What follows belongs to an exercise in optimizing a design on an open flow for small area, a short achievable clock period and few clock cycles per item; a production flow would make more cautious choices.
Where RTL was checked, it was by simulation tests only, not by an equivalence proof against the original.
No functional check of the RTL was part of run 1.
Power is estimated from default activity; no workload was simulated.

--- design/flow/design.v ---
package mscc_pkg;
  localparam int MAX_WIDTH  = 256;
  localparam int MAX_HEIGHT = 1024;
  localparam int MAX_LEVELS = 8;
  localparam int COL_W  = $clog2(MAX_WIDTH);
  localparam int ROW_W  = $clog2(MAX_HEIGHT);
  localparam int LVL_W  = 3;
  localparam int LCNT_W = 4;
  localparam int RW_W   = 11;
  localparam int THR_W  = 64;
  localparam int GRAY_W = 8;
  localparam int SUM_W  = 10;
  localparam int PROD_W = 20;
  localparam logic [SUM_W-1:0] GRAY_RECIP = SUM_W'(683);
  localparam int               GRAY_SHIFT = 11;
  localparam logic [LCNT_W-1:0] LEVEL_COUNT_RST = LCNT_W'(1);
  localparam logic [RW_W-1:0]   ROW_WIDTH_RST   = RW_W'(MAX_WIDTH);
  localparam logic [3:0] CODE_ALL_ABOVE = 4'hF;
  localparam logic [3:0] CODE_UNIFORM   = 4'h0;
  typedef enum logic [1:0] {
    CFG_LEVEL_COUNT = 2'd0,
    CFG_THRESHOLDS  = 2'd1,
    CFG_ROW_WIDTH   = 2'd2
  } cfg_idx_t;
endpackage
import mscc_pkg::*;
module marching_squares_cell_classifier_unit (
  input  logic                clk,
  input  logic                rst_n,
  input  logic                cfg_we,
  input  logic [1:0]          cfg_index,
  input  logic [THR_W-1:0]    cfg_data,
  input  logic                in_valid,
  output logic                in_ready,
  input  logic [7:0]          in_red,
  input  logic [7:0]          in_green,
  input  logic [7:0]          in_blue,
  input  logic                in_frame_start,
  output logic                out_valid,
  input  logic                out_ready,
  output logic [9:0]          out_cell_x,
  output logic [9:0]          out_cell_y,
  output logic [2:0]          out_level,
  output logic [3:0]          out_case_code,
  output logic                out_last
);
  logic [THR_W-1:0]  thresholds_r;
  logic [LVL_W-1:0]  lvl_last_r;    
  logic              lvl_one_r;     
  logic [RW_W-1:0]   row_width_r;
  logic [COL_W-1:0]  wm1_r;         
  logic [COL_W-1:0]  wm2_r;         
  logic [RW_W-1:0]   cfg_w;
  logic [LCNT_W-1:0] cfg_l;
  logic [COL_W-1:0]  cfg_wm1;
  logic [COL_W-1:0]  cfg_wm2;
  logic [LVL_W-1:0]  cfg_lvl_last;
  assign cfg_w = row_width_r;
  assign cfg_l = cfg_data[LCNT_W-1:0];
  always_comb begin
    if (cfg_w < RW_W'(2)) begin
      cfg_wm1 = COL_W'(1);
      cfg_wm2 = COL_W'(0);
    end else if (cfg_w > RW_W'(MAX_WIDTH)) begin
      cfg_wm1 = COL_W'(MAX_WIDTH - 1);
      cfg_wm2 = COL_W'(MAX_WIDTH - 2);
    end else begin
      cfg_wm1 = COL_W'(cfg_w - RW_W'(1));
      cfg_wm2 = COL_W'(cfg_w - RW_W'(2));
    end
    if (cfg_l == '0) begin
      cfg_lvl_last = '0;
    end else if (cfg_l > LCNT_W'(MAX_LEVELS)) begin
      cfg_lvl_last = LVL_W'(MAX_LEVELS - 1);
    end else begin
      cfg_lvl_last = LVL_W'(cfg_l - LCNT_W'(1));
    end
  end
  always_ff @(posedge clk) begin
    if (!rst_n) begin
      lvl_last_r   <= '0;
      lvl_one_r    <= 1'b1;
      thresholds_r <= '0;
      row_width_r  <= ROW_WIDTH_RST;
    end else if (cfg_we) begin
      case (cfg_index)
        CFG_LEVEL_COUNT: begin
          lvl_last_r <= cfg_lvl_last;
          lvl_one_r  <= (cfg_lvl_last == '0);
        end
        CFG_THRESHOLDS:  thresholds_r <= cfg_data;
        CFG_ROW_WIDTH:   row_width_r  <= cfg_data[RW_W-1:0];
        default: ;
      endcase
    end
  end
  always_ff @(posedge clk) begin
    wm1_r <= cfg_wm1;
    wm2_r <= cfg_wm2;
  end
  logic [LVL_W-1:0] d_lvl_r;
  logic d_cell_r;      
  logic last_r;        
  logic skid_valid_r;
  logic out_valid_r;
  logic b_valid_r;
  logic adv_r;         
  logic push_r;        
  logic in_ready_r;    
  logic adv;
  logic fire;
  logic out_free;
  logic b_cell;
  logic d_cell_n, last_n, skid_valid_n, out_valid_n, b_valid_n, adv_n;
  assign adv      = adv_r;
  assign fire     = d_cell_r && !skid_valid_r;
  assign out_free = !out_valid_r || out_ready;
  assign in_ready = in_ready_r;
  always_comb begin
    d_cell_n     = d_cell_r;
    last_n       = last_r;
    skid_valid_n = skid_valid_r;
    out_valid_n  = out_valid_r;
    b_valid_n    = b_valid_r;
    if (adv) begin
      d_cell_n  = b_cell;
      last_n    = lvl_one_r;
      b_valid_n = in_valid && in_ready_r;
    end else if (fire) begin
      last_n    = (d_lvl_r + LVL_W'(1)) == lvl_last_r;
    end
    if (out_free) begin
      out_valid_n  = skid_valid_r || fire;
      skid_valid_n = 1'b0;
    end else if (fire) begin
      skid_valid_n = 1'b1;
    end
    if (!rst_n) begin
      d_cell_n     = 1'b0;
      skid_valid_n = 1'b0;
      out_valid_n  = 1'b0;
      b_valid_n    = 1'b0;
    end
    adv_n = !d_cell_n || (!skid_valid_n && last_n);
  end
  always_ff @(posedge clk) begin
    d_cell_r     <= d_cell_n;
    last_r       <= last_n;
    skid_valid_r <= skid_valid_n;
    out_valid_r  <= out_valid_n;
    b_valid_r    <= b_valid_n;
    adv_r        <= adv_n;
    in_ready_r   <= rst_n && adv_n;
    push_r       <= adv_n && b_valid_n;
  end
  function automatic logic [2:0] m3add(input logic [2:0] a, input logic [2:0] b);
    m3add[0] = (a[0] & b[0]) | (a[1] & b[2]) | (a[2] & b[1]);
    m3add[1] = (a[0] & b[1]) | (a[1] & b[0]) | (a[2] & b[2]);
    m3add[2] = (a[0] & b[2]) | (a[1] & b[1]) | (a[2] & b[0]);
  endfunction
  function automatic logic [2:0] m3sub(input logic b, input logic [2:0] a);
    m3sub = b ? {a[2], a[0], a[1]} : {a[1], a[2], a[0]};
  endfunction
  function automatic logic [2:0] m3dig(input logic h, input logic l);
    m3dig = {h & !l, !h & l, h == l};
  endfunction
  function automatic logic [8:0] div3(input logic [7:0] c);
    logic [2:0] r6, r4, r2, r0, r7, r5, r3, r1;
    r6 = m3dig(c[7], c[6]);
    r4 = m3add(r6, m3dig(c[5], c[4]));
    r2 = m3add(r4, m3dig(c[3], c[2]));
    r0 = m3add(r4, m3add(m3dig(c[3], c[2]), m3dig(c[1], c[0])));
    r7 = {1'b0, c[7], !c[7]};
    r5 = m3sub(c[5], r6);
    r3 = m3sub(c[3], r4);
    r1 = m3sub(c[1], r2);
    div3[6] = r7[2] | (r7[1] & c[6]);
    div3[5] = r6[2] | (r6[1] & c[5]);
    div3[4] = r5[2] | (r5[1] & c[4]);
    div3[3] = r4[2] | (r4[1] & c[3]);
    div3[2] = r3[2] | (r3[1] & c[2]);
    div3[1] = r2[2] | (r2[1] & c[1]);
    div3[0] = r1[2] | (r1[1] & c[0]);
    div3[8:7] = r0[2:1];
  endfunction
  logic [8:0] dv_r, dv_g, dv_b;
  assign dv_r = div3(in_red);
  assign dv_g = div3(in_green);
  assign dv_b = div3(in_blue);
  logic       b_fs_r;
  logic [6:0] b_qr_r, b_qg_r, b_qb_r;
  logic [1:0] b_mr_r, b_mg_r, b_mb_r;    
  always_ff @(posedge clk) begin
    if (adv) begin
      b_fs_r <= in_frame_start;
      b_qr_r <= dv_r[6:0];
      b_qg_r <= dv_g[6:0];
      b_qb_r <= dv_b[6:0];
      b_mr_r <= dv_r[8:7];
      b_mg_r <= dv_g[8:7];
      b_mb_r <= dv_b[8:7];
    end
  end
  logic [1:0] b_k;
  logic [GRAY_W-1:0] b_gray;
  logic two_r, two_g, two_b, one_r, one_g, one_b;
  always_comb begin
    two_r = b_mr_r[1];
    two_g = b_mg_r[1];
    two_b = b_mb_r[1];
    one_r = b_mr_r[0];
    one_g = b_mg_r[0];
    one_b = b_mb_r[0];
    b_k[1] = two_r & two_g & two_b;
    b_k[0] = (one_r & one_g & one_b)
           | (two_r & !two_g & !two_b & (one_g | one_b))
           | (!two_r & two_g & !two_b & (one_r | one_b))
           | (!two_r & !two_g & two_b & (one_r | one_g))
           | (two_r & two_g & !two_b)
           | (two_r & !two_g & two_b)
           | (!two_r & two_g & two_b);
  end
  assign b_gray = GRAY_W'(b_qr_r) + GRAY_W'(b_qg_r) + GRAY_W'(b_qb_r) + GRAY_W'(b_k);
  logic [COL_W-1:0] cm_r;
  logic [ROW_W-1:0] rm_r;
  logic             end_r;
  logic             over_r;
  logic [COL_W-1:0] x_m1;
  logic [ROW_W-1:0] y_m1;
  logic [COL_W-1:0] x_cur;
  logic [ROW_W-1:0] y_cur;
  logic             x_zero;
  logic             x_end;
  logic             push;
  assign push   = adv && b_valid_r;
  assign x_zero = b_fs_r || over_r;
  assign x_m1   = x_zero ? '1 : cm_r;
  assign y_m1   = b_fs_r ? '1 : rm_r;
  assign x_cur  = x_zero ? '0 : cm_r + COL_W'(1);
  assign y_cur  = b_fs_r ? '0 : rm_r + ROW_W'(1);
  assign x_end  = x_zero ? 1'b0 : end_r;
  assign b_cell = b_valid_r && (x_m1 != '1) && (y_m1 != '1);
  always_ff @(posedge clk) begin
    if (!rst_n) begin
      cm_r   <= '1;
      rm_r   <= '1;
      end_r  <= 1'b0;
      over_r <= 1'b0;
    end else if (push) begin
      cm_r   <= x_end ? '1 : x_cur;
      rm_r   <= x_end ? y_cur : y_m1;
      end_r  <= !x_end && (x_zero ? (wm1_r == COL_W'(1)) : (cm_r == wm2_r - COL_W'(1)));
      over_r <= 1'b0;
    end else begin
      end_r  <= (cm_r == wm2_r);
      over_r <= (cm_r != '1) && (cm_r >= wm1_r);
    end
  end
  logic [GRAY_W-1:0] d_ul_r, d_ll_r, d_ur_r, d_lr_r;
  logic [GRAY_W-1:0] lb_f2_r;
  logic [GRAY_W-1:0] seg0 [1];
  logic [GRAY_W-1:0] seg1 [2];
  logic [GRAY_W-1:0] seg2 [4];
  logic [GRAY_W-1:0] seg3 [8];
  logic [GRAY_W-1:0] seg4 [16];
  logic [GRAY_W-1:0] seg5 [32];
  logic [GRAY_W-1:0] seg6 [64];
  logic [GRAY_W-1:0] seg7 [128];
  logic [GRAY_W-1:0] m0, m1, m2, m3, m4, m5, m6, m7;
  assign m0 = wm2_r[0] ? seg0[0]   : d_lr_r;
  assign m1 = wm2_r[1] ? seg1[1]   : m0;
  assign m2 = wm2_r[2] ? seg2[3]   : m1;
  assign m3 = wm2_r[3] ? seg3[7]   : m2;
  assign m4 = wm2_r[4] ? seg4[15]  : lb_f2_r;
  assign m5 = wm2_r[5] ? seg5[31]  : m4;
  assign m6 = wm2_r[6] ? seg6[63]  : m5;
  assign m7 = wm2_r[7] ? seg7[127] : m6;
  always_ff @(posedge clk) begin
    if (push_r) begin
      seg0[0] <= d_lr_r;
      for (int i = 1; i < 2; i++)   seg1[i] <= seg1[i-1];
      seg1[0] <= m0;
      for (int i = 1; i < 4; i++)   seg2[i] <= seg2[i-1];
      seg2[0] <= m1;
      for (int i = 1; i < 8; i++)   seg3[i] <= seg3[i-1];
      seg3[0] <= m2;
      lb_f2_r <= m3;
      for (int i = 1; i < 16; i++)  seg4[i] <= seg4[i-1];
      seg4[0] <= lb_f2_r;
      for (int i = 1; i < 32; i++)  seg5[i] <= seg5[i-1];
      seg5[0] <= m4;
      for (int i = 1; i < 64; i++)  seg6[i] <= seg6[i-1];
      seg6[0] <= m5;
      for (int i = 1; i < 128; i++) seg7[i] <= seg7[i-1];
      seg7[0] <= m6;
    end
  end
  logic [COL_W-1:0]  d_x_r;
  logic [ROW_W-1:0]  d_y_r;
  logic [GRAY_W-1:0] d_thr_r;
  logic [LVL_W-1:0]  lvl_nxt;
  always_ff @(posedge clk) begin
    if (push) begin
      d_ul_r <= d_ur_r;
      d_ll_r <= d_lr_r;
      d_ur_r <= m7;
      d_lr_r <= b_gray;
      d_x_r  <= x_m1;
      d_y_r  <= y_m1;
    end
  end
  always_comb begin
    lvl_nxt = d_lvl_r;
    if (adv) begin
      lvl_nxt = '0;
    end else if (fire) begin
      lvl_nxt = d_lvl_r + LVL_W'(1);
    end
  end
  always_ff @(posedge clk) begin
    d_lvl_r <= lvl_nxt;
    d_thr_r <= thresholds_r[lvl_nxt*GRAY_W +: GRAY_W];
  end
  logic [3:0]        code_raw;
  logic [3:0]        code;
  logic [COL_W-1:0]  res_cx;
  logic [ROW_W-1:0]  res_cy;
  assign code_raw = {d_ul_r > d_thr_r, d_ll_r > d_thr_r, d_ur_r > d_thr_r, d_lr_r > d_thr_r};
  assign code     = (code_raw == CODE_ALL_ABOVE) ? CODE_UNIFORM : code_raw;
  assign res_cx   = d_x_r;
  assign res_cy   = d_y_r;
  logic [COL_W-1:0]  out_cx_r;
  logic [ROW_W-1:0]  out_cy_r;
  logic [2:0]        out_level_r;
  logic [3:0]        out_code_r;
  logic              out_last_r;
  logic [COL_W-1:0]  sk_cx_r;
  logic [ROW_W-1:0]  sk_cy_r;
  logic [2:0]        sk_level_r;
  logic [3:0]        sk_code_r;
  logic              sk_last_r;
  always_ff @(posedge clk) begin
    if (out_free) begin
      if (skid_valid_r) begin
        out_cx_r    <= sk_cx_r;
        out_cy_r    <= sk_cy_r;
        out_level_r <= sk_level_r;
        out_code_r  <= sk_code_r;
        out_last_r  <= sk_last_r;
      end else begin
        out_cx_r    <= res_cx;
        out_cy_r    <= res_cy;
        out_level_r <= d_lvl_r;
        out_code_r  <= code;
        out_last_r  <= last_r;
      end
    end
  end
  always_ff @(posedge clk) begin
    if (!skid_valid_r) begin
      sk_cx_r    <= res_cx;
      sk_cy_r    <= res_cy;
      sk_level_r <= d_lvl_r;
      sk_code_r  <= code;
      sk_last_r  <= last_r;
    end
  end
  assign out_valid     = out_valid_r;
  assign out_cell_x    = 10'(out_cx_r);
  assign out_cell_y    = out_cy_r;
  assign out_level     = out_level_r;
  assign out_case_code = out_code_r;
  assign out_last      = out_last_r;
endmodule
--- design/flow/run.sh ---
#!/bin/bash
# synth_recipe.tcl (not shown) runs the flow's synth.tcl, then flattens the netlist and writes it again
# the make line also repeats each setting of config.mk as NAME=value (left out here)
make -C /OpenROAD-flow-scripts/flow DESIGN_CONFIG=/design/flow/config.mk WORK_HOME=/design/flow/orfs CLKGATE_MAP_FILE= SYNTH_SCRIPT=/design/flow/synth_recipe.tcl finish
--- design/flow/config.mk ---
export PLATFORM = sky130hd
export DESIGN_NAME = marching_squares_cell_classifier_unit
export DESIGN_NICKNAME = marching_squares_cell_classifier_unit
export VERILOG_FILES = /design/flow/design.v
export SDC_FILE = /design/flow/constraint.sdc
export NUM_CORES = 4
export LEC_CHECK = 0
export ABC_CLOCK_PERIOD_IN_PS = 2500
export CAP_MARGIN = 20
export CORE_MARGIN = 2
export CORE_UTILIZATION = 62
export CTS_BUF_LIST = sky130_fd_sc_hd__clkbuf_16
export CTS_CLUSTER_DIAMETER = 75
export CTS_CLUSTER_SIZE = 30
export SETUP_SLACK_MARGIN = 5
export SLEW_MARGIN = 20
export SYNTH_MEMORY_MAX_BITS = 16384
--- design/flow/constraint.sdc ---
create_clock -name core_clock -period 8.0 [get_ports {clk}]
set_input_delay 1.6000 -clock core_clock [delete_from_list [all_inputs] [get_ports {clk}]]
set_output_delay 1.6000 -clock core_clock [all_outputs]
set_load 0.01 [all_outputs]
==> results of run 1 <==
where the power goes:
| group | switching, mW | internal (mW) | total [mW] |
|---|---|---|---|
| Sequential | 0.176 | 13.5 | 13.7 |
| Combinational | 0.439 | 0.291 | 0.730 |
| Clock | 3.48 | 2.48 | 5.95 |
cell usage after synthesis, types with 4 or more instances:
cell       instances  share of area
a2111oi_1          8         0.0011
a211oi_1          26         0.0026
a21boi_1          67         0.0067
a21o_1            15         0.0015
a21oi_1           56         0.0037
a221o_1            5        0.00067
a222oi_1          18         0.0024
a22oi_1           10         0.0010
a31oi_1            4        0.00033
and2_1             5        0.00042
and3_1            11        0.00092
and4_1             5        0.00058
buf_1              6        0.00030
clkbuf_1          50         0.0025
dfxtp_1          160          0.043
edfxtp_1        2152           0.86
fa_1               9         0.0024
ha_1              87          0.014
inv_1             74         0.0037
mux2_1            32         0.0048
mux2_2            52         0.0078
mux2i_1           22         0.0029
nand2_1          206          0.010
nand2b_1          13         0.0011
nand3_1           33         0.0022
nand3b_1           6        0.00060
nand4_1            5        0.00042
nor2_1            17        0.00085
nor2b_1           12         0.0010
nor3_1             8        0.00053
nor3b_1            5        0.00050
nor4_1            12         0.0010
o211ai_1           6        0.00060
o21a_1            25         0.0025
o21ai_0           17         0.0011
o21ai_1           28         0.0019
o221ai_1          10         0.0012
o22ai_1            4        0.00033
or2_2             10        0.00083
or3_1              8        0.00067
or3b_1             5        0.00058
xnor2_1           18         0.0021
xor2_1            17         0.0020
metrics by stage:
stage / std cells / utilization / setup WS, ns / instance area [µm²] / hold slack [ns]
after global placement: 5068 / 0.6533 / 4.067 / 78370 / 0.4008
after global routing: 5245 / 0.6807 / 4.873 / 81670 / 0.4159
final: 5245 / 0.6807 / 4.941 / 81670 / 0.4124
after CTS: 5239 / 0.6801 / 4.883 / 81590 / 0.4113
after floorplan: 3376 / - / -6.804 / 75110 / 0.4003
after detailed placement: 5069 / 0.6533 / 3.839 / 78380 / 0.4045
path summary, 6_finish.rpt:
path	start	to	slack (ns)	depth (start not counted)
worst max-delay path	out_code_r[3]	out_case_code[3]	4.94	1
worst min register to register	seg3[6][6]	seg3[7][6]	0.41	0
worst max register to register	b_qr_r[1]	d_lr_r[7]	5.05	11
worst min-delay path	seg3[6][6]	seg3[7][6]	0.41	0
timing repair:
item	CTS	global route
endpoints found under the setup margin	39	824
buffers inserted	11	6
gates resized for setup	110	23
pin swaps	12	16
cell type report:
type / count / area, µm² / share of cell area
Inverter: 78 / 297.8 / 0.003646
Tap cell: 1612 / 2017 / 0.02470
Clock buffer: 102 / 2552 / 0.03125
Multi-Input combinational cell: 923 / 6859 / 0.08399
Timing Repair Buffer: 161 / 1569 / 0.01921
Clock inverter: 57 / 540.5 / 0.006619
Sequential cell: 2312 / 67830 / 0.8306
registers in the layout, indices dropped and copies added (netlist names), 11 cells and up:
signal and flops:
seg7 1024, thresholds_r 64, seg6 512, seg5 256, seg1 16, row_width_r 11
seg2 32, seg3 64, seg4 128
metal layers:
metal,track usage,up-vias,share of wire
li1,-,13490,-
met1,0.2907,15290,0.51
met2,0.2383,708,0.42
met3,0.02427,190,0.041
met4,0.04291,0,0.025
met5,0,-,0
kinds of logic after synthesis:
family,Yosys count,share of synthesized area
mux,107,0.01571
other cells,1,0.00004993
simple gates,366,0.02306
compound gates,317,0.02975
buf+inv,141,0.007413
flops,2312,0.9030
xor+xnor,35,0.004081
fa+ha+maj,96,0.01689
==> flow_metrics.tcl, run 1 <==
set metrics [dict create \
    start_util 0.6260 \
    ir_drop_uv 224.8 \
    finalClockSkew_ns 0.02588 \
    hold_violations 0 \
    cts_tree "yes" \
    tightestPinTransition_ns 1.105 \
    required_ns 6.40 \
    layout.nets 3766 \
    critPathCaptureType "primary output" \
    detail-route-antenna-nets 0 \
    synth_cell_type_count 66 \
    path_max_fanout 1 \
    arrival_ns 1.46 \
    wl_per_cell_um 20.67 \
    avgSynthCellArea_um2 22.25 \
    gr-total-overflow 0 \
    final_cell_mix "edfxtp_1, nand2_1, dfxtp_1" \
    grt.total_usage 0.1715 \
    p_leak_nw 26.36 \
    synthArstFlopShare 0 \
    ioPinCount 126 \
    n_fill_cell 7492 \
    fmax_ghz 0.3269 \
    rsz0062_at_grt "yes" \
    cts_inserted_buffers 98 \
    min_period_ns 3.059 \
    synth_seq_cells 2312 \
    hpwlAfterDp_um 59360 \
    clock_path_buffers 3 \
    crit_slowest_cell "edfxtp_1" \
    worstSkewPairLatency_ns 0.71 \
    dieArea_um2 123900 \
    grt_pass1_vias 28140 \
    critPathMaxStageDelay_ns 0.56 \
    final_common_cell "edfxtp_1" \
    maxSlewViolCount 0 \
    critPathKind "register to primary output" \
    layout-drive-gt1-share 0.08258 \
    die_h_um 352.1 \
    ctsHoldBuffers 0 \
    std_cell_rows 127 \
    cts_max_level 3 \
    drt_pass1_iterations 8 \
    setup_violations 0 \
    port_buffers 123 \
    finalWirelength_um 108400 \
    drc 0 \
    core_um2 120000 \
    die_x_um 352.1 \
    relSlewSlack 0.2634 \
    vias 29680 \
    tns_ns 0 \
    ys_warn_count 9 \
    via_per_inst 5.659 \
    fin_crit_sh 0.3824 \
    hp-class "register to register" \
    clkTransAtPathRegs_ns 0.11 \
    gp_congestion 0.8432 \
    cp_top_family "flip-flops" \
    p_per_area_nw_per_um2 249.6 \
    cp_num_buf_inv 1 \
    synthToLayoutAreaGrowth_pct 8.733 \
    seq_area_frac_synth 0.9030 \
    first_iter_violations 3092 \
    grt_antenna_before_repair 13 \
    mappedNetlistArea_um2 75110 \
    grt_pass1_wl_um 165500 \
    grt_max_degree 216 \
    syn_inst 3375 \
    status "timing/DRC/antenna clean" \
    root_buffer "clkbuf_16" \
    synth_top_flop_cell "edfxtp_1" \
    n_antenna_cell 0 \
    maxCapViolations 0 \
    power_mw 20.38 \
    cts_sinks 2312 \
    crit_chain "buf_2" \
    synth-edff-count 2152 \
    start_kind "register" \
]
==> run 2: changes to the inputs <==
--- a/design/flow/design.v
+++ b/design/flow/design.v
@@ -223,35 +223,31 @@
   assign b_gray = GRAY_W'(b_qr_r) + GRAY_W'(b_qg_r) + GRAY_W'(b_qb_r) + GRAY_W'(b_k);
-  logic [COL_W-1:0] cm_r;
-  logic [ROW_W-1:0] rm_r;
-  logic             end_r;
-  logic             over_r;
+  logic [COL_W-1:0] d_x_r;
+  logic [ROW_W-1:0] d_y_r;
+  logic             start_r;
+  logic             x_first;
+  logic             x_end;
+  logic             x_over;
+  logic             y_first;
   logic [COL_W-1:0] x_m1;
   logic [ROW_W-1:0] y_m1;
-  logic [COL_W-1:0] x_cur;
-  logic [ROW_W-1:0] y_cur;
-  logic             x_zero;
-  logic             x_end;
   logic             push;
-  assign push   = adv && b_valid_r;
-  assign x_zero = b_fs_r || over_r;
-  assign x_m1   = x_zero ? '1 : cm_r;
-  assign y_m1   = b_fs_r ? '1 : rm_r;
-  assign x_cur  = x_zero ? '0 : cm_r + COL_W'(1);
-  assign y_cur  = b_fs_r ? '0 : rm_r + ROW_W'(1);
-  assign x_end  = x_zero ? 1'b0 : end_r;
-  assign b_cell = b_valid_r && (x_m1 != '1) && (y_m1 != '1);
+  assign push    = adv && b_valid_r;
+  assign y_first = b_fs_r || start_r;
+  assign x_end   = (d_x_r == wm2_r) && (d_x_r != '1);
+  assign x_over  = (d_x_r >= wm1_r) && (d_x_r != '1);
+  assign x_first = y_first || x_end || x_over;
+  assign x_m1    = x_first ? '1 : d_x_r + COL_W'(1);
+  assign y_m1    = y_first ? '1 : (x_end ? d_y_r + ROW_W'(1) : d_y_r);
+  assign b_cell  = b_valid_r && !x_first && !y_first && (y_m1 != '1);
   always_ff @(posedge clk) begin
     if (!rst_n) begin
-      cm_r   <= '1;
-      rm_r   <= '1;
-      end_r  <= 1'b0;
-      over_r <= 1'b0;
+      start_r <= 1'b1;
     end else if (push) begin
-      cm_r   <= x_end ? '1 : x_cur;
-      rm_r   <= x_end ? y_cur : y_m1;
-      end_r  <= !x_end && (x_zero ? (wm1_r == COL_W'(1)) : (cm_r == wm2_r - COL_W'(1)));
-      over_r <= 1'b0;
-    end else begin
-      end_r  <= (cm_r == wm2_r);
-      over_r <= (cm_r != '1) && (cm_r >= wm1_r);
+      start_r <= 1'b0;
+    end
+  end
+  always_ff @(posedge clk) begin
+    if (push) begin
+      d_x_r <= x_m1;
+      d_y_r <= y_m1;
     end
@@ -297,4 +293,2 @@
   end
-  logic [COL_W-1:0]  d_x_r;
-  logic [ROW_W-1:0]  d_y_r;
   logic [GRAY_W-1:0] d_thr_r;
@@ -307,4 +301,2 @@
       d_lr_r <= b_gray;
-      d_x_r  <= x_m1;
-      d_y_r  <= y_m1;
     end
==> flow_metrics.tcl, run 2 <==
set metrics [dict create \
    status "timing/DRC/antenna clean" \
    p_switching_mw 4.023 \
    die_h_um 350.3 \
    drt_pass1_iterations 5 \
    required_ns 8.45 \
    final_common_cell "edfxtp_1" \
    first_iter_violations 3067 \
    multi_input_area_um2 6530 \
    grt_pass1_wl_um 155100 \
    arrival_ns 3.50 \
    n_fill_cell 7518 \
    start_kind "register" \
    r2r.worst_path.cells 11 \
    p_per_area_nw_per_um2 248.4 \
    grt_antenna_before_repair 9 \
    p_sw_frac 0.2002 \
    die_x_um 350.3 \
    fin_crit_sh 0.3814 \
    grt.total_usage 0.1650 \
    largest_reg_flops 1024 \
    ctsHoldBuffers 0 \
    maxSlewViolCount 0 \
    path_max_fanout 2 \
    hp-class "register to register" \
    p_leak_nw 26.03 \
    clock_path_buffers 3 \
    synthToLayoutAreaGrowth_pct 8.828 \
    gp_congestion 0.8166 \
    final_cell_mix "edfxtp_1, nand2_1, dfxtp_1" \
    finalWirelength_um 102400 \
    grt_pass1_vias 26870 \
    startpoint "b_qg_r[0]" \
    vias 28080 \
    power_frac_clock 0.288 \
    synthArstFlopShare 0 \
    holdWs_ns 0.4107 \
    wl_per_cell_um 19.98 \
    clkTransAtPathRegs_ns 0.11 \
    port_buffers 123 \
    std_cell_rows 127 \
    reg2reg_to "d_lr_r[7]" \
    worstSkewPairLatency_ns 0.70 \
    rr_startpoint "b_qg_r[0]" \
    ir_drop_uv 197.9 \
    layout.nets 3638 \
    ys_warn_count 9 \
    dieArea_um2 122700 \
    cts_inserted_buffers 96 \
    synth_commonest_cells "edfxtp_1, nand2_1, dfxtp_1, ha_1, mux2_2" \
    avgSynthCellArea_um2 23.00 \
    maxCapViolations 0 \
    synth-edff-count 2152 \
    top_register "seg7" \
    r2r_setup_slack_ns 4.95 \
    min_period_ns 3.051 \
    critPathKind "register to register" \
    ioPinCount 126 \
    ff_latch_area_um2 67450 \
    cts_tree "yes" \
    hold_depth 0 \
    internal-power_mw 16.08 \
    mappedNetlistArea_um2 74350 \
    yosysTopAreaCellShare 0.8691 \
    relSlewSlack 0.2808 \
    combPwrFrac 0.036 \
    syn_inst 3233 \
    synth_seq_cells 2293 \
    grt_max_degree 207 \
    critical_path.endpoint "d_lr_r[7]" \
    core_um2 119500 \
    synth.most_common_cell "edfxtp_1" \
    finalClockSkew_ns 0.02745 \
    start_util 0.6222 \
    hold_violations 0 \
    reg.largest.list "seg7 (1024), seg6 (512), seg5 (256)" \
    synth_cell_type_count 67 \
    setup_violations 0 \
    tightestPinTransition_ns 1.079 \
    root_buffer "clkbuf_16" \
    via_per_inst 5.478 \
    drc 0 \
    hpwlAfterDp_um 57280 \
    yosys-top-cells-area "edfxtp_1, dfxtp_1, ha_1, mux2_2, nand2_1" \
    fmax_ghz 0.3277 \
    power_frac_seq 0.676 \
    synth_top_cell_by_area "edfxtp_1" \
    synth_top_flop_cell "edfxtp_1" \
    cts_max_level 3 \
    detail-route-antenna-nets 0 \
    rsz0062_at_grt "yes" \
    cts_sinks 2293 \
    critPathCaptureType "register" \
    layout-drive-gt1-share 0.09972 \
    tns_ns 0 \
    gr-total-overflow 0 \
    seq_area_frac_synth 0.9071 \
]
==> run 2: cell types whose count changed after synthesis, moves of 24 or more <==
cell | before | now
a21boi_0 | 0 | 66
a21boi_1 | 67 | 2
mux2_1 | 32 | 0
mux2_2 | 52 | 84
o21ai_1 | 28 | 0
a211oi_1 | 26 | 2
==> run 2: final cells by class <==
type                       count  area share
timing repair buffer         166     0.02019
clock buffer                  97     0.03000
inverter                      72    0.003340
tap                         1612     0.02493
sequential                  2293      0.8336
multi-input combinational    818     0.08070
clock inverter                64    0.007144
antenna                        4   0.0001237
==> run 2: through the flow <==
step | std cells | util | setup slack, ns | power (mW) | instance area, µm²
final | 5126 | 0.6772 | 4.949 | 20.10 | 80920
after global routing | 5122 | 0.6771 | 4.814 | 20.86 | 80910
after CTS | 5113 | 0.6757 | 4.768 | 20.34 | 80740
after detailed placement | 4945 | 0.6497 | 3.812 | 14.55 | 77640
after global placement | 4945 | 0.6497 | 3.887 | 14.52 | 77640
after floorplan | 3234 | - | -6.804 | 14.44 | 74360
==> run 2: power groups by stage <==
| stage | combinational, mW | sequential (mW) | clock [mW] |
|---|---|---|---|
| finish | 0.721 | 13.6 | 5.79 |
| global route | 0.809 | 13.6 | 6.43 |
| CTS | 0.710 | 13.6 | 6.04 |
| detailed placement | 0.692 | 13.9 | 0 |
| global placement | 0.660 | 13.9 | 0 |
| floorplan | 0.369 | 14.1 | 0 |
==> run 2: kinds of logic (layout without fill, tap and decap cells) <==
family | count (synthesis) | in the layout | synth area share
DFF | 2293 | 2293 | 0.9071
and+or+nand+nor | 319 | 319 | 0.02038
AOI/OAI and AO/OA | 224 | 224 | 0.02125
muxes | 137 | 137 | 0.02120
buffers and inverters | 123 | 399 | 0.007354
adders and majority gates | 95 | 95 | 0.01689
xor gates and xnor gates | 41 | 41 | 0.005789
other | 1 | 6 | 0.00005043
==> run 2: what timing repair did <==
action	CTS	global route
gates resized for setup	99	26
pin swaps	15	8
setup buffers	7	8
endpoints found under the setup margin	46	179
gates cloned	0	0
==> run 2: worst min-delay path by stage <==
stage,from,endpoint,slack [ns]
3_3_place_gp,seg2[0][1],seg2[1][1],0.40
4_1_cts,seg7[45][4],seg7[46][4],0.41
3_5_place_dp,seg3[1][4],seg3[2][4],0.40
6_report,seg7[45][4],seg7[46][4],0.41
2_1_floorplan,seg1[0][0],seg1[1][0],0.40
5_1_grt,seg7[23][2],seg7[24][2],0.42
==> run 2: layer usage <==
layer	up-vias	wire length (µm)	GRT usage
li1	12970	-	-
met1	14430	53120	0.2826
met2	560	42190	0.2230
met3	119	5306	0.02656
met4	0	1820	0.04309
met5	-	0	0
==> run 2: worst max-delay path, stage by stage, from the launching register on <==
cell	delay [ns]
edfxtp_1	0.54
fa_1	0.47
fa_1	0.57
ha_2	0.20
inv_2	0.05
fa_2	0.36
inv_2	0.06
a21oi_2	0.04
o21bai_1	0.18
a21o_1	0.16
a21oi_2	0.05
xnor2_1	0.12
Testbench counts of run 2, summed over its fixed seeds: cycles 89,986, results 87,749.
==> run 3: changes to the inputs <==
--- a/design/flow/config.mk
+++ b/design/flow/config.mk
@@ -7,2 +7,3 @@
 export LEC_CHECK = 0
+export ABC_AREA = 1
 export ABC_CLOCK_PERIOD_IN_PS = 2500
==> flow_metrics.tcl, run 3 <==
set metrics [dict create \
    final_cell_mix "edfxtp_1, nand2_1, nor2_1" \
    synth_cell_type_count 45 \
    grt_antenna_before_repair 14 \
    core_um2 118400 \
    ioPinCount 126 \
    syn_inst 3647 \
    start_kind "register" \
    clock_path_buffers 3 \
    critPathKind "register to primary output" \
    start_util 0.6273 \
    synth_seq_cells 2293 \
    synth_top_flop_cell "edfxtp_1" \
    yosysTopAreaCellShare 0.8701 \
    finalClockSkew_ns 0.02257 \
    port_buffers 123 \
    cts_sinks 2293 \
    via_per_inst 5.496 \
    maxCapViolations 0 \
    first_iter_violations 3230 \
    synthToLayoutAreaGrowth_pct 8.720 \
    synth_top_cell_by_area "edfxtp_1" \
    cp_top_family "flip-flops" \
    setup_violations 0 \
    top_register "seg7" \
    dieArea_um2 122600 \
    yosys-top-cells-area "edfxtp_1, dfxtp_1, nand2_1, ha_1, nor2_1" \
    vias 30300 \
    synth.most_common_cell "edfxtp_1" \
    reg.largest.list "seg7 (1024), seg6 (512), seg5 (256)" \
    grt_pass1_wl_um 164800 \
    required_ns 6.40 \
    seq_area_frac_synth 0.9081 \
    cts_inserted_buffers 98 \
    arrival_ns 1.40 \
    cts_tree "yes" \
    drc 0 \
    hold_violations 0 \
    rr_startpoint "b_qg_r[1]" \
    mappedNetlistArea_um2 74270 \
    min_from "seg7[64][4]" \
    cp_num_buf_inv 1 \
    hpwlAfterDp_um 61790 \
    std_cell_rows 126 \
    gp_congestion 0.8410 \
    largest_reg_flops 1024 \
    cp.depth 1 \
    layout-drive-gt1-share 0.06242 \
    wl_per_cell_um 19.65 \
    ir_drop_uv 190.5 \
    status "timing/DRC/antenna clean" \
    grt_max_degree 219 \
    clkTransAtPathRegs_ns 0.11 \
    relSlewSlack 0.2421 \
    hp-class "register to register" \
    cts_max_level 3 \
    grt_pass1_vias 28680 \
    path_max_fanout 1 \
    synth-edff-count 2152 \
    critPathMaxStageDelay_ns 0.49 \
    fin_crit_sh 0.3750 \
    hold_depth 0 \
    setup_ws_ns 5.000 \
    crit_slowest_cell "edfxtp_1" \
    avgSynthCellArea_um2 20.36 \
    place_ws_ns 3.960 \
    crit_chain "buf_2" \
    detail-route-antenna-nets 0 \
    die_h_um 350.1 \
    final_common_cell "edfxtp_1" \
    ys_warn_count 9 \
    layout.nets 4042 \
    gr-total-overflow 0 \
    r2r.worst_path.cells 10 \
    drt_pass1_iterations 6 \
    maxSlewViolCount 0 \
    grt.total_usage 0.1760 \
    die_x_um 350.1 \
    startpoint "out_level_r[2]" \
    root_buffer "clkbuf_16" \
    p_per_area_nw_per_um2 250.1 \
    fmax_ghz 0.3333 \
    min_period_ns 3.000 \
    synth_commonest_cells "edfxtp_1, nand2_1, nor2_1, o21ai_0, dfxtp_1" \
    p_leak_nw 24.32 \
    ctsHoldBuffers 0 \
    rsz0062_at_grt "yes" \
    critPathCaptureType "primary output" \
    worstSkewPairLatency_ns 0.72 \
    finalWirelength_um 108300 \
    tightestPinTransition_ns 1.132 \
    synthArstFlopShare 0 \
    tns_ns 0 \
]
==> run 3: cell count changes after synthesis, sizes merged, moves of 68 or more <==
cell	before	now
mux2	84	1
nor2	23	272
o21ai	34	148
inv	72	144
a21boi	68	0
nand2	194	387
==> run 3: worst paths after layout <==
check                                     to  slack (ns)
worst max-delay path            out_level[2]        5.00
worst max register to register     d_lr_r[7]        5.06
worst min-delay path             seg7[65][4]        0.41
worst min register to register   seg7[65][4]        0.41
==> run 3: worst reg2reg max path, stage by stage, from the launching register on <==
cell      delay [ns]
edfxtp_1        0.51
fa_1            0.52
fa_1            0.53
ha_2            0.18
inv_2           0.05
fa_2            0.37
o21ai_2         0.16
nand2_1         0.09
a21oi_2         0.13
nor2_1          0.06
xor2_1          0.13
==> run 3: kinds of logic (layout without fill, tap and decap cells) <==
group	count (synthesis)	in the layout	synth area share
mux	1	1	0.0001516
simple gates	761	761	0.04097
buf+inv	197	458	0.01073
xor+xnor	20	20	0.002359
compound gates	279	279	0.02069
other cells	1	6	0.00005049
flops	2293	2293	0.9081
fa+ha+maj	95	95	0.01691
==> run 3: metal layers <==
metal | global-route usage | vias up | part of all wire
li1 | - | 14010 | -
met1 | 0.2916 | 15400 | 0.50
met2 | 0.2418 | 714 | 0.42
met3 | 0.03202 | 176 | 0.060
met4 | 0.05269 | 8 | 0.026
met5 | 0 | - | 0.00044
==> run 3: final cells by class <==
cell class,instances,area (µm²)
antenna,4,10.01
clock buffer,102,2552
clock inverter,56,606.8
fill,7480,37650
inverter,145,558.0
multi-input combinational,1158,6065
sequential,2293,67460
tap,1600,2002
timing repair buffer,154,1479
timing repair inverter,1,7.507
==> run 3: timing repair <==
item	in CTS	in global routing
cloned	1	0
endpoints found under the setup margin	168	331
pin swaps	5	1
setup buffers	5	3
endpoints found under the hold margin	0	0
gates resized for setup	115	23
==> run 3: metrics by stage <==
| stage | cell area [µm²] | total power [mW] | instances | util | hold slack, ns |
|---|---|---|---|---|---|
| 3_3_place_gp | 77550 | 14.42 | 5342 | 0.6550 | 0.4008 |
| 3_5_place_dp | 77550 | 14.45 | 5342 | 0.6550 | 0.4045 |
| 6_report | 80740 | 20.19 | 5513 | 0.6820 | 0.4097 |
| 5_1_grt | 80740 | 20.95 | 5510 | 0.6819 | 0.4163 |
| 2_1_floorplan | 74280 | 14.33 | 3648 | - | 0.4003 |
| 4_1_cts | 80710 | 20.43 | 5506 | 0.6817 | 0.4145 |
==> run 3: where the power goes <==
part           switching, mW  total, mW  internal, mW  leakage [nW]
combinational          0.514      0.763         0.249          4.42
sequential             0.119       13.4          13.3          18.3
clock                   3.51       5.99          2.48          1.58
total                   4.14       20.2          16.0          24.3
==> run 4: changes to the inputs <==
--- a/design/flow/design.v
+++ b/design/flow/design.v
@@ -222,3 +222,6 @@
   end
-  assign b_gray = GRAY_W'(b_qr_r) + GRAY_W'(b_qg_r) + GRAY_W'(b_qb_r) + GRAY_W'(b_k);
+  logic [6:0] q_s, q_c;
+  assign q_s    = b_qr_r ^ b_qg_r ^ b_qb_r;
+  assign q_c    = (b_qr_r & b_qg_r) | (b_qr_r & b_qb_r) | (b_qg_r & b_qb_r);
+  assign b_gray = GRAY_W'(q_s) + {q_c, b_k[0] | b_k[1]} + GRAY_W'(b_k[1]);
   logic [COL_W-1:0] d_x_r;
--- a/design/flow/config.mk
+++ b/design/flow/config.mk
@@ -7,3 +7,2 @@
 export LEC_CHECK = 0
-export ABC_AREA = 1
 export ABC_CLOCK_PERIOD_IN_PS = 2500
==> flow_metrics.tcl, run 4 <==
set metrics [dict create \
    maxSlewViolCount 0 \
    yosys-top-cells-area "edfxtp_1, dfxtp_1, ha_1, mux2_2, nand2_1" \
    holdWs_ns 0.4081 \
    reg2reg_to "d_lr_r[7]" \
    crit_chain "buf_2" \
    setup_violations 0 \
    cp_num_buf_inv 1 \
    synthToLayoutAreaGrowth_pct 8.987 \
    synth_top_cell_by_area "edfxtp_1" \
    power_mw 22.63 \
    port_buffers 123 \
    rsz0062_at_grt "yes" \
    avgSynthCellArea_um2 22.85 \
    syn_inst 3245 \
    synthArstFlopShare 0 \
    grt_max_degree 221 \
    drt_pass1_iterations 7 \
    final_cell_mix "edfxtp_1, nand2_1, dfxtp_1" \
    grt_antenna_before_repair 1 \
    synth.most_common_cell "edfxtp_1" \
    r2r_setup_slack_ns 5.18 \
    status "timing/DRC/antenna clean" \
    synth_cell_type_count 70 \
    drc 0 \
    p_per_area_nw_per_um2 280.0 \
    finalWirelength_um 102200 \
    gr-total-overflow 0 \
    cts_inserted_buffers 98 \
    start_util 0.6262 \
    vias 28270 \
    finalClockSkew_ns 0.03263 \
    clkTransAtPathRegs_ns 0.11 \
    wl_per_cell_um 20.01 \
    cts_sinks 2293 \
    start_kind "register" \
    clock_path_buffers 3 \
    reg.largest.list "seg7 (1024), seg6 (512), seg5 (256)" \
    mappedNetlistArea_um2 74140 \
    largest_reg_flops 1024 \
    p_leak_nw 27.12 \
    detail-route-antenna-nets 0 \
    crit_slowest_cell "edfxtp_1" \
    synth_commonest_cells "edfxtp_1, nand2_1, dfxtp_1, a21oi_1, mux2_2" \
    final_common_cell "edfxtp_1" \
    core_um2 118400 \
    min_period_ns 3.095 \
    synth_seq_cells 2293 \
    critPathCaptureType "primary output" \
    ctsHoldBuffers 0 \
    place_ws_ns 3.938 \
    ir_drop_uv 222.7 \
    hold_violations 0 \
    synth_top_flop_cell "edfxtp_1" \
    layout.nets 3637 \
    arrival_ns 1.49 \
    yosysTopAreaCellShare 0.8717 \
    grt_pass1_wl_um 155000 \
    r2r.worst_path.cells 8 \
    top_register "seg7" \
    dpl_cell_area_um2 77440 \
    critical_path.endpoint "out_cell_x[5]" \
    ys_warn_count 9 \
    rr_startpoint "b_qg_r[0]" \
    fmax_ghz 0.3231 \
    path_max_fanout 1 \
    startpoint "out_cx_r[5]" \
    via_per_inst 5.533 \
    tns_ns 0 \
    hp-class "register to register" \
    n_antenna_cell 0 \
    std_cell_rows 126 \
    layout-drive-gt1-share 0.09746 \
    synth-edff-count 2152 \
    cp_top_family "flip-flops" \
    die_h_um 349.8 \
    cp.depth 1 \
    required_ns 6.40 \
    tightestPinTransition_ns 1.073 \
    relSlewSlack 0.2845 \
    first_iter_violations 3018 \
    grt_pass1_vias 26640 \
    fin_crit_sh 0.3869 \
    die_x_um 349.8 \
    dieArea_um2 122400 \
    grt.total_usage 0.1649 \
    hpwlAfterDp_um 56710 \
    worstSkewPairLatency_ns 0.72 \
    design_area_um2 80800 \
    critPathMaxStageDelay_ns 0.57 \
    maxCapViolations 0 \
    critPathKind "register to primary output" \
    seq_area_frac_synth 0.9097 \
    root_buffer "clkbuf_16" \
    ioPinCount 126 \
    cts_max_level 3 \
    cts_tree "yes" \
    gp_congestion 0.7901 \
    setup_ws_ns 4.905 \
]
==> run 4: changes by cell type in the layout (fill, tap and decap cells not counted), moves of 54 or more <==
cell	change
nand2_1	-188
a21oi_1	+54
inv_1	-63
nand3_1	-66
o21ai_0	-119
mux2_2	+82
nor2_1	-234
==> run 4: cell type report <==
class / instances / area (µm²)
clock buffers: 101 / 2527
flip-flops and latches: 2293 / 67460
multi-input cells: 833 / 6317
well taps: 1600 / 2002
clock inverters: 55 / 644.4
fillers: 7318 / 37600
repair buffers: 157 / 1587
inverters: 70 / 264.0
==> run 4: cell families after synthesis <==
group | count (synthesis) | share of synthesized area
XOR/XNOR | 44 | 0.005401
adder cells (fa/ha/maj) | 90 | 0.01593
flip-flops | 2293 | 0.9097
other | 1 | 0.00005058
multiplexers | 133 | 0.02071
AND/OR/NAND/NOR | 319 | 0.01936
buffers and inverters | 120 | 0.007409
AO/OA/AOI/OAI | 245 | 0.02142
==> run 4: worst min path at each step <==
stage,cells past startpoint,slack (ns),end,from
2_1_floorplan,0,0.40,seg1[1][0],seg1[0][0]
4_1_cts,0,0.40,seg7[1][2],seg7[0][2]
3_5_place_dp,0,0.40,seg1[1][5],seg1[0][5]
3_3_place_gp,0,0.40,seg6[56][1],seg6[55][1]
6_report,0,0.41,seg7[46][1],seg7[45][1]
5_1_grt,0,0.40,seg7[1][2],seg7[0][2]
==> run 4: metal layers <==
metal / vias up / track usage / part of all wire / wire length [µm]
met5: - / 0 / 0 / 0
met2: 549 / 0.2221 / 0.42 / 42640
met1: 14550 / 0.2797 / 0.52 / 52640
met4: 0 / 0.04601 / 0.025 / 2528
met3: 154 / 0.02897 / 0.043 / 4401
li1: 13010 / - / - / -
==> run 4: report_power, final <==
group,internal (mW),switching (mW)
sequential,15.1,0.499
clock,2.49,3.50
combinational,0.318,0.763
==> run 4: per-stage QoR <==
step	utilization	cells
after floorplan	-	3246
after global placement	0.6537	4942
after detailed placement	0.6541	4944
after CTS	0.6812	5108
after global routing	0.6825	5109
final	0.6825	5109
==> run 4: what timing repair did <==
action | CTS | global route
setup endpoints to repair | 211 | 769
hold endpoints to repair | 0 | 0
resized for setup | 143 | 29
buffers inserted | 8 | 1
pin swaps | 8 | 4
Testbench counts of run 4, summed over its fixed seeds: cycles 89,986, results 87,749.
==> run 5: changes to the inputs <==
--- a/design/flow/config.mk
+++ b/design/flow/config.mk
@@ -7,2 +7,3 @@
 export LEC_CHECK = 0
+export ABC_AREA = 1
 export ABC_CLOCK_PERIOD_IN_PS = 2500
==> flow_metrics.tcl, run 5 <==
set metrics [dict create \
    fin_crit_sh 0.3804 \
    tns_ns 0 \
    hp-class "register to register" \
    largest_reg_flops 1024 \
    finalWirelength_um 109900 \
    power_frac_clock 0.294 \
    cts_inserted_buffers 97 \
    p_leak_nw 24.19 \
    via_per_inst 5.529 \
    cts_sinks 2293 \
    dieArea_um2 122300 \
    layout-drive-gt1-share 0.06163 \
    synth_top_cell_by_area "edfxtp_1" \
    synthArstFlopShare 0 \
    tightestPinTransition_ns 1.101 \
    grt_pass1_wl_um 167100 \
    arrival_ns 1.44 \
    cts_tree "yes" \
    critPathCaptureType "primary output" \
    root_buffer "clkbuf_16" \
    final_cell_mix "edfxtp_1, nand2_1, nor2_1" \
    synth_cell_type_count 40 \
    fin_cells 5415 \
    drt_pass1_iterations 6 \
    critPathMaxStageDelay_ns 0.52 \
    mappedNetlistArea_um2 74100 \
    synth_commonest_cells "edfxtp_1, nand2_1, nor2_1, o21ai_0, dfxtp_1" \
    setup_violations 0 \
    die_x_um 349.7 \
    synth-edff-count 2152 \
    synth_seq_cells 2293 \
    fmax_ghz 0.3286 \
    finalClockSkew_ns 0.02428 \
    path_max_fanout 1 \
    port_buffers 123 \
    grt_antenna_before_repair 3 \
    final_common_cell "edfxtp_1" \
    cp_num_buf_inv 1 \
    seq_area_frac_synth 0.9102 \
    clock_path_buffers 3 \
    yosys-top-cells-area "edfxtp_1, dfxtp_1, nand2_1, nor2_1, ha_1" \
    critPathKind "register to primary output" \
    relSlewSlack 0.2662 \
    required_ns 6.40 \
    gp_congestion 0.8370 \
    p_sw_frac 0.2036 \
    place_inst 5250 \
    final_util 0.6807 \
    start_kind "register" \
    maxCapViolations 0 \
    power_frac_seq 0.671 \
    std_cell_rows 126 \
    vias 29940 \
    avgSynthCellArea_um2 20.49 \
    hold_violations 0 \
    ir_drop_uv 273.0 \
    maxSlewViolCount 0 \
    synthToLayoutAreaGrowth_pct 8.608 \
    ys_warn_count 9 \
    crit_chain "buf_2" \
    layout.nets 4007 \
    setup_ws_ns 4.957 \
    place_ws_ns 4.103 \
    yosysTopAreaCellShare 0.8721 \
    cts_max_level 3 \
    clkTransAtPathRegs_ns 0.11 \
    worstSkewPairLatency_ns 0.72 \
    synth.most_common_cell "edfxtp_1" \
    p_switching_mw 4.076 \
    syn_inst 3616 \
    start_util 0.6267 \
    synth_top_flop_cell "edfxtp_1" \
    p_per_area_nw_per_um2 248.8 \
    rsz0062_at_grt "yes" \
    internal-power_mw 15.95 \
    hpwlAfterDp_um 62290 \
    wl_per_cell_um 20.29 \
    top_register "seg7" \
    grt_pass1_vias 28590 \
    status "timing/DRC/antenna clean" \
    grt_max_degree 213 \
    min_period_ns 3.043 \
    core_um2 118200 \
    crit_slowest_cell "edfxtp_1" \
    die_h_um 349.7 \
    gr-total-overflow 0 \
    ioPinCount 126 \
    grt.total_usage 0.1785 \
    drc 0 \
    reg.largest.list "seg7 (1024), seg6 (512), seg5 (256)" \
    cp_top_family "flip-flops" \
    combPwrFrac 0.035 \
    first_iter_violations 3232 \
    detail-route-antenna-nets 0 \
]
[run 5: cell types whose count changed after synthesis, sizes merged, moves of 18 or more]
cell | previous run | this run
mux2 | 83 | 0
a21oi | 107 | 59
a222oi | 18 | 0
nand2 | 198 | 360
a31oi | 6 | 46
nor2 | 40 | 268
mux2i | 42 | 0
nand3 | 11 | 73
inv | 70 | 140
o21ai | 31 | 149
[run 5: metal layers]
layer / routed length [µm] / GRT usage
met5: 0 / 0
met4: 2353 / 0.04504
met3: 5429 / 0.02780
met2: 46460 / 0.2478
met1: 55650 / 0.3005
[run 5: area by class of cell]
type	instances	area, µm²
clock inverters	53	531.8
multi-input cells	1131	5916
well taps	1536	1922
diodes	1	2.502
repair buffers	158	1573
clock buffers	101	2527
flip-flops and latches	2293	67460
fillers	7430	37760
repair inverters	1	7.507
inverters	141	539.3
[run 5: worst paths after layout]
| path | from | endpoint | slack, ns | cells after the start |
|---|---|---|---|---|
| min reg2reg | seg7[69][3] | seg7[70][3] | 0.40 | 0 |
| max reg2reg | skid_valid_r | d_thr_r[2] | 5.18 | 12 |
| min | seg7[69][3] | seg7[70][3] | 0.40 | 0 |
| max | out_cx_r[4] | out_cell_x[4] | 4.96 | 1 |
[run 5: timing repair]
action | CTS | global route
setup buffers | 3 | 6
cloned | 1 | 0
hold buffers | 0 | 0
setup endpoints to repair | 169 | 450
gates resized for setup | 123 | 16
[run 5: power groups by stage]
stage / clock, mW / sequential, mW / combinational (mW)
floorplan: 0 / 13.9 / 0.345
global placement: 0 / 13.7 / 0.666
detailed placement: 0 / 13.7 / 0.696
CTS: 6.12 / 13.4 / 0.695
global route: 6.51 / 13.5 / 0.793
finish: 5.88 / 13.4 / 0.703
[run 5: kinds of logic after synthesis]
group | share of synthesized area
flip-flops | 0.9102
AND/OR/NAND/NOR | 0.03936
AO/OA/AOI/OAI | 0.02212
buffers and inverters | 0.01050
adder cells (fa/ha/maj) | 0.01567
XOR/XNOR | 0.002127
other | 0.00005061
[run 5: worst register-to-register path: stages (launching register included)]
cell and delay [ns]:
dfxtp_4 0.47, inv_1 0.23, nand2_1 0.21, inv_1 0.17, nand2_1 0.07, nand3_1 0.11, buf_4 0.40, clkinvlp_4 0.22
buf_12 0.18, nor2_1 0.10, nor2_1 0.04, o21ai_0 0.27, a31oi_1 0.18
[run 5: per-stage QoR]
stage | hold WS (ns) | power (mW) | cell area [µm²]
after floorplan | 0.4003 | 14.29 | 74110
after global placement | 0.4010 | 14.38 | 77300
after detailed placement | 0.4045 | 14.41 | 77330
after CTS | 0.4028 | 20.25 | 80330
after global routing | 0.4077 | 20.76 | 80480
final | 0.4041 | 20.02 | 80480
==> run 6: changes to the inputs <==
--- a/design/flow/config.mk
+++ b/design/flow/config.mk
@@ -15,2 +15,3 @@
 export CTS_CLUSTER_SIZE = 30
+export PLACE_DENSITY = 0.7
 export SETUP_SLACK_MARGIN = 5
==> flow_metrics.tcl, run 6 <==
set metrics [dict create \
    status "timing/DRC/antenna clean" \
    mappedNetlistArea_um2 74100 \
    multi_input_area_um2 5909 \
    cp_num_buf_inv 1 \
    std_cell_rows 126 \
    die_h_um 349.7 \
    critPathMaxStageDelay_ns 0.56 \
    fmax_ghz 0.3271 \
    power_mw 19.79 \
    layout.nets 3996 \
    yosysTopAreaCellShare 0.8721 \
    path_max_fanout 1 \
    synth_commonest_cells "edfxtp_1, nand2_1, nor2_1, o21ai_0, dfxtp_1" \
    synth_xor_area_frac 0.002128 \
    hp-class "register to register" \
    grt.total_usage 0.1722 \
    largest_reg_flops 1024 \
    final_cell_mix "edfxtp_1, nand2_1, nor2_1" \
    maxSlewViolCount 0 \
    top_register "seg7" \
    grt_pass1_wl_um 159000 \
    avgSynthCellArea_um2 20.49 \
    ys_warn_count 9 \
    cts_tree "yes" \
    synth_simple_gate_area_frac 0.03936 \
    arrival_ns 1.46 \
    synth_top_flop_cell "edfxtp_1" \
    core_um2 118200 \
    reg.largest.list "seg7 (1024), seg6 (512), seg5 (256)" \
    setup_violations 0 \
    worstSkewPairLatency_ns 0.70 \
    seq_area_frac_synth 0.9102 \
    synthToLayoutAreaGrowth_pct 8.171 \
    dieArea_um2 122300 \
    cts_sinks 2293 \
    min_period_ns 3.057 \
    final_common_cell "edfxtp_1" \
    maxCapViolations 0 \
    muxShareOfSynthArea 0 \
    drt_pass1_iterations 5 \
    first_iter_violations 3317 \
    clkTransAtPathRegs_ns 0.11 \
    synthAdderAreaFrac 0.01567 \
    grt_antenna_before_repair 11 \
    start_kind "register" \
    ioPinCount 126 \
    die_x_um 349.7 \
    drc 0 \
    grt_pass1_vias 27190 \
    finalClockSkew_ns 0.02387 \
    layout-drive-gt1-share 0.05607 \
    ir_drop_uv 210.9 \
    cts_max_level 3 \
    grt_max_degree 201 \
    critPathKind "register to primary output" \
    synth_cell_type_count 40 \
    hold_violations 0 \
    synthArstFlopShare 0 \
    start_util 0.6267 \
    ff_latch_area_um2 67460 \
    p_per_area_nw_per_um2 246.9 \
    final_util 0.6779 \
    synth_top_family_by_area "simple AND/OR/NAND/NOR gates" \
    cp_top_family "flip-flops" \
    synth-edff-count 2152 \
    clock_path_buffers 3 \
    critPathCaptureType "primary output" \
    root_buffer "clkbuf_16" \
    p_leak_nw 24.04 \
    tns_ns 0 \
    port_buffers 123 \
    crit_chain "buf_6" \
    crit_slowest_cell "edfxtp_1" \
    via_per_inst 5.489 \
    n_fill_cell 7355 \
    detail-route-antenna-nets 0 \
    tightestPinTransition_ns 1.072 \
    rsz0062_at_grt "yes" \
    synth_top_cell_by_area "edfxtp_1" \
    gp_congestion 0.8090 \
    yosys-top-cells-area "edfxtp_1, dfxtp_1, nand2_1, nor2_1, ha_1" \
    gr-total-overflow 0 \
    ctsHoldBuffers 0 \
    holdWs_ns 0.4036 \
    cts_inserted_buffers 94 \
    synth_compound_area_frac 0.02212 \
    finalWirelength_um 106900 \
    syn_inst 3616 \
    required_ns 6.40 \
    vias 29690 \
    relSlewSlack 0.2854 \
    hpwlAfterDp_um 62420 \
    synth_seq_cells 2293 \
    wl_per_cell_um 19.76 \
    fin_crit_sh 0.3821 \
    synth.most_common_cell "edfxtp_1" \
]
run 6: cell count changes in the layout (fill, tap and decap cells not counted), sizes merged:
| cell | before | now |
|---|---|---|
| buf | 64 | 54 |
| inv | 167 | 175 |
| clkbuf | 101 | 97 |
| clkinv | 22 | 19 |
| bufinv | 0 | 1 |
| diode | 1 | 3 |
run 6: area by class of cell:
class	instances	area share
antenna	3	0.00009366
clock buffer	95	0.02966
multi-input combinational	1131	0.07372
inverter	141	0.006743
timing repair inverter	1	0.00009366
clock inverter	59	0.005760
timing repair buffer	150	0.01836
tap	1536	0.02398
sequential	2293	0.8416
run 6: repair_timing:
item / in CTS / in global routing
setup buffers: 0 / 3
cloned: 1 / 0
setup endpoints to repair: 96 / 348
resized for setup: 110 / 16
endpoints found under the hold margin: 0 / 0
run 6: per-layer routing:
metal	part of all wire	global-route usage	up-vias
met5	0.00012	0	-
met2	0.42	0.2382	744
met4	0.023	0.04328	2
met1	0.49	0.2838	14890
met3	0.069	0.03646	132
li1	-	-	13920
run 6: kinds of logic after synthesis:
group / count (synthesis)
AOI/OAI and AO/OA: 294
xor gates and xnor gates: 18
adders and majority gates: 88
buffers and inverters: 193
DFF: 2293
other: 1
and+or+nand+nor: 729
run 6: stage by stage:
stage	cells	worst slack (ns)	area [µm²]
floorplan	3617	-6.804	74110
global placement	5248	4.227	77320
detailed placement	5248	4.158	77330
CTS	5403	4.894	80090
global route	5406	4.864	80150
finish	5409	4.943	80160
run 6: worst paths after layout:
kind / cells after the start / from / to / slack [ns]
max: 1 / out_code_r[1] / out_case_code[1] / 4.94
min: 0 / seg3[2][5] / seg3[3][5] / 0.40
max reg2reg: 12 / b_mb_r[1] / d_lr_r[7] / 5.23
min reg2reg: 0 / seg3[2][5] / seg3[3][5] / 0.40
run 6: power breakdown:
part / switching (mW) / total, mW / internal [mW]
sequential: 0.116 / 13.4 / 13.3
clock: 3.36 / 5.65 / 2.28
combinational: 0.495 / 0.713 / 0.218
==> run 7: changes to the inputs <==
--- a/design/flow/config.mk
+++ b/design/flow/config.mk
@@ -11,3 +11,3 @@
 export CORE_MARGIN = 2
-export CORE_UTILIZATION = 62
+export CORE_UTILIZATION = 58
 export CTS_BUF_LIST = sky130_fd_sc_hd__clkbuf_16
@@ -15,3 +15,2 @@
 export CTS_CLUSTER_SIZE = 30
-export PLACE_DENSITY = 0.7
 export SETUP_SLACK_MARGIN = 5
==> flow_metrics.tcl, run 7 <==
set metrics [dict create \
    critPathMaxStageDelay_ns 0.55 \
    final_cell_mix "edfxtp_1, nand2_1, nor2_1" \
    cp_num_buf_inv 1 \
    crit_slowest_cell "edfxtp_1" \
    synth_top_cell_by_area "edfxtp_1" \
    drc 0 \
    std_cell_rows 131 \
    relSlewSlack 0.2590 \
    grt.total_usage 0.1697 \
    multi_input_area_um2 5968 \
    grt_max_degree 223 \
    drt_pass1_iterations 5 \
    p_per_area_nw_per_um2 254.5 \
    fmax_ghz 0.3243 \
    critPathCaptureType "primary output" \
    synth_seq_cells 2293 \
    hold_depth 0 \
    hp-class "register to register" \
    hpwlAfterDp_um 63330 \
    dieArea_um2 130600 \
    clkTransAtPathRegs_ns 0.10 \
    tns_ns 0 \
    root_buffer "clkbuf_16" \
    power_mw 20.65 \
    cts_inserted_buffers 105 \
    maxCapViolations 0 \
    start_kind "register" \
    avgSynthCellArea_um2 20.49 \
    yosysTopAreaCellShare 0.8721 \
    path_max_fanout 1 \
    synthToLayoutAreaGrowth_pct 9.501 \
    min_period_ns 3.084 \
    yosys-top-cells-area "edfxtp_1, dfxtp_1, nand2_1, nor2_1, ha_1" \
    ctsHoldBuffers 0 \
    synth_cell_type_count 40 \
    first_iter_violations 3149 \
    cp.depth 1 \
    reg.largest.list "seg7 (1024), seg6 (512), seg5 (256)" \
    finalWirelength_um 113300 \
    status "timing/DRC/antenna clean" \
    maxSlewViolCount 0 \
    synth.most_common_cell "edfxtp_1" \
    grt_antenna_before_repair 10 \
    die_x_um 361.4 \
    setup_violations 0 \
    ff_latch_area_um2 67460 \
    detail-route-antenna-nets 0 \
    required_ns 6.40 \
    start_util 0.5826 \
    syn_inst 3616 \
    grt_pass1_wl_um 171200 \
    gr-total-overflow 0 \
    critPathKind "register to primary output" \
    synth_top_flop_cell "edfxtp_1" \
    ir_drop_uv 202.8 \
    core_um2 127200 \
    die_h_um 361.4 \
    synth_commonest_cells "edfxtp_1, nand2_1, nor2_1, o21ai_0, dfxtp_1" \
    rsz0062_at_grt "yes" \
    final_common_cell "edfxtp_1" \
    cts_sinks 2293 \
    top_register "seg7" \
    vias 30260 \
    layout-drive-gt1-share 0.06861 \
    synthArstFlopShare 0 \
    arrival_ns 1.48 \
    ioPinCount 126 \
    cts_tree "yes" \
    wl_per_cell_um 20.34 \
    tightestPinTransition_ns 1.111 \
    mappedNetlistArea_um2 74100 \
    crit_chain "buf_2" \
    seq_area_frac_synth 0.9102 \
    p_leak_nw 24.46 \
    port_buffers 123 \
    worstSkewPairLatency_ns 0.74 \
    gp_congestion 0.8205 \
    cp_top_family "flip-flops" \
    hold_violations 0 \
    via_per_inst 5.433 \
    finalClockSkew_ns 0.03268 \
    synth-edff-count 2152 \
    r2r.worst_path.cells 8 \
    cts_max_level 3 \
    largest_reg_flops 1024 \
    grt_pass1_vias 29090 \
    clock_path_buffers 3 \
    n_fill_cell 8675 \
    fin_crit_sh 0.3855 \
    ys_warn_count 9 \
    layout.nets 4012 \
]
[run 7: metrics by stage]
stage,util,instances,cell area (µm²),setup slack (ns),hold slack (ns)
3_5_place_dp,0.6094,5379,77510,3.843,0.4045
6_report,0.6379,5570,81140,4.916,0.3976
4_1_cts,0.6371,5564,81030,4.857,0.3992
3_3_place_gp,0.6093,5379,77490,3.872,0.4012
2_1_floorplan,-,3617,74110,-6.804,0.4003
5_1_grt,0.6379,5568,81140,4.855,0.3986
[run 7: final timing paths]
| kind | start | end | slack (ns) |
|---|---|---|---|
| worst max-delay path | out_code_r[2] | out_case_code[2] | 4.92 |
| worst min-delay path | seg7[123][4] | seg7[124][4] | 0.40 |
| worst min register to register | seg7[123][4] | seg7[124][4] | 0.40 |
| worst max register to register | b_qg_r[0] | d_lr_r[6] | 5.16 |
[run 7: repair_timing]
action	CTS	global route
pin swaps	0	1
setup endpoints to repair	206	1016
gates cloned	0	1
gates resized for setup	114	20
setup buffers	0	3
[run 7: cell type report]
| type | count | share of cell area |
|---|---|---|
| clock inverters | 75 | 0.01013 |
| repair buffers | 156 | 0.01869 |
| diodes | 2 | 0.00006168 |
| inverters | 141 | 0.006661 |
| well taps | 1662 | 0.02563 |
| flip-flops and latches | 2293 | 0.8314 |
| multi-input cells | 1131 | 0.07355 |
| clock buffers | 110 | 0.03392 |
[run 7: cell families (layout without fill, tap and decap cells)]
logic type	count (synthesis)	count (layout)	share of synthesized area
adders and majority gates	88	88	0.01567
buffers and inverters	193	482	0.01050
AOI/OAI and AO/OA	294	294	0.02212
DFF	2293	2293	0.9102
other	1	4	0.00005061
and+or+nand+nor	729	729	0.03936
xor gates and xnor gates	18	18	0.002127
[run 7: power breakdown]
part / leakage (nW) / switching [mW] / internal, mW / total (mW)
Combinational: 4.35 / 0.539 / 0.225 / 0.764
Sequential: 18.3 / 0.119 / 13.3 / 13.4
Clock: 1.79 / 3.71 / 2.74 / 6.45
[run 7: routing by layer]
layer | track usage | part of all wire | wire length (µm)
met1 | 0.2728 | 0.49 | 55700
met2 | 0.2464 | 0.44 | 49560
met3 | 0.02697 | 0.045 | 5148
met4 | 0.04428 | 0.025 | 2878
met5 | 0 | 0 | 0

-- separate check: timing with driven ports --
How much do the figures lean on ideal ports? The routed layouts below were timed once more, with nothing changed but the port constraints.
Step 1: set_driving_cell puts a clkbuf_16 on clk and a buf_2 on each other input, an assumption about the parent block.
Step 2 moves the port delays by t, midway between the first and last clock arrival at a register: inputs arrive t later, outputs are due t later. That takes back most of the time a late clock gives input paths.
a / b / c = no drivers / after step 1 / after step 2; a / b = the first two.
run | shift t [ns] | slack for setup (ns) | latest minus earliest clock arrival (ns)
run 1 | 0.768 | 4.941 / 4.865 / 4.331 | 0.031 / 0.032
run 2 | 0.766 | 4.949 / 4.938 / 4.311 | 0.034 / 0.034
run 3 | 0.786 | 5.000 / 4.923 / 4.376 | 0.028 / 0.027
run 4 | 0.774 | 4.905 / 4.836 / 4.291 | 0.034 / 0.033
run 5 | 0.778 | 4.957 / 4.888 / 4.313 | 0.029 / 0.030
run 6 | 0.766 | 4.943 / 4.870 / 4.393 | 0.033 / 0.033
run 7 | 0.794 | 4.916 / 4.842 / 4.282 | 0.051 / 0.050
After both steps setup and hold are still met in every run listed. The setup slack of run 5, which loses most, moves by -0.069 ns with the drivers and by -0.644 ns with both steps.
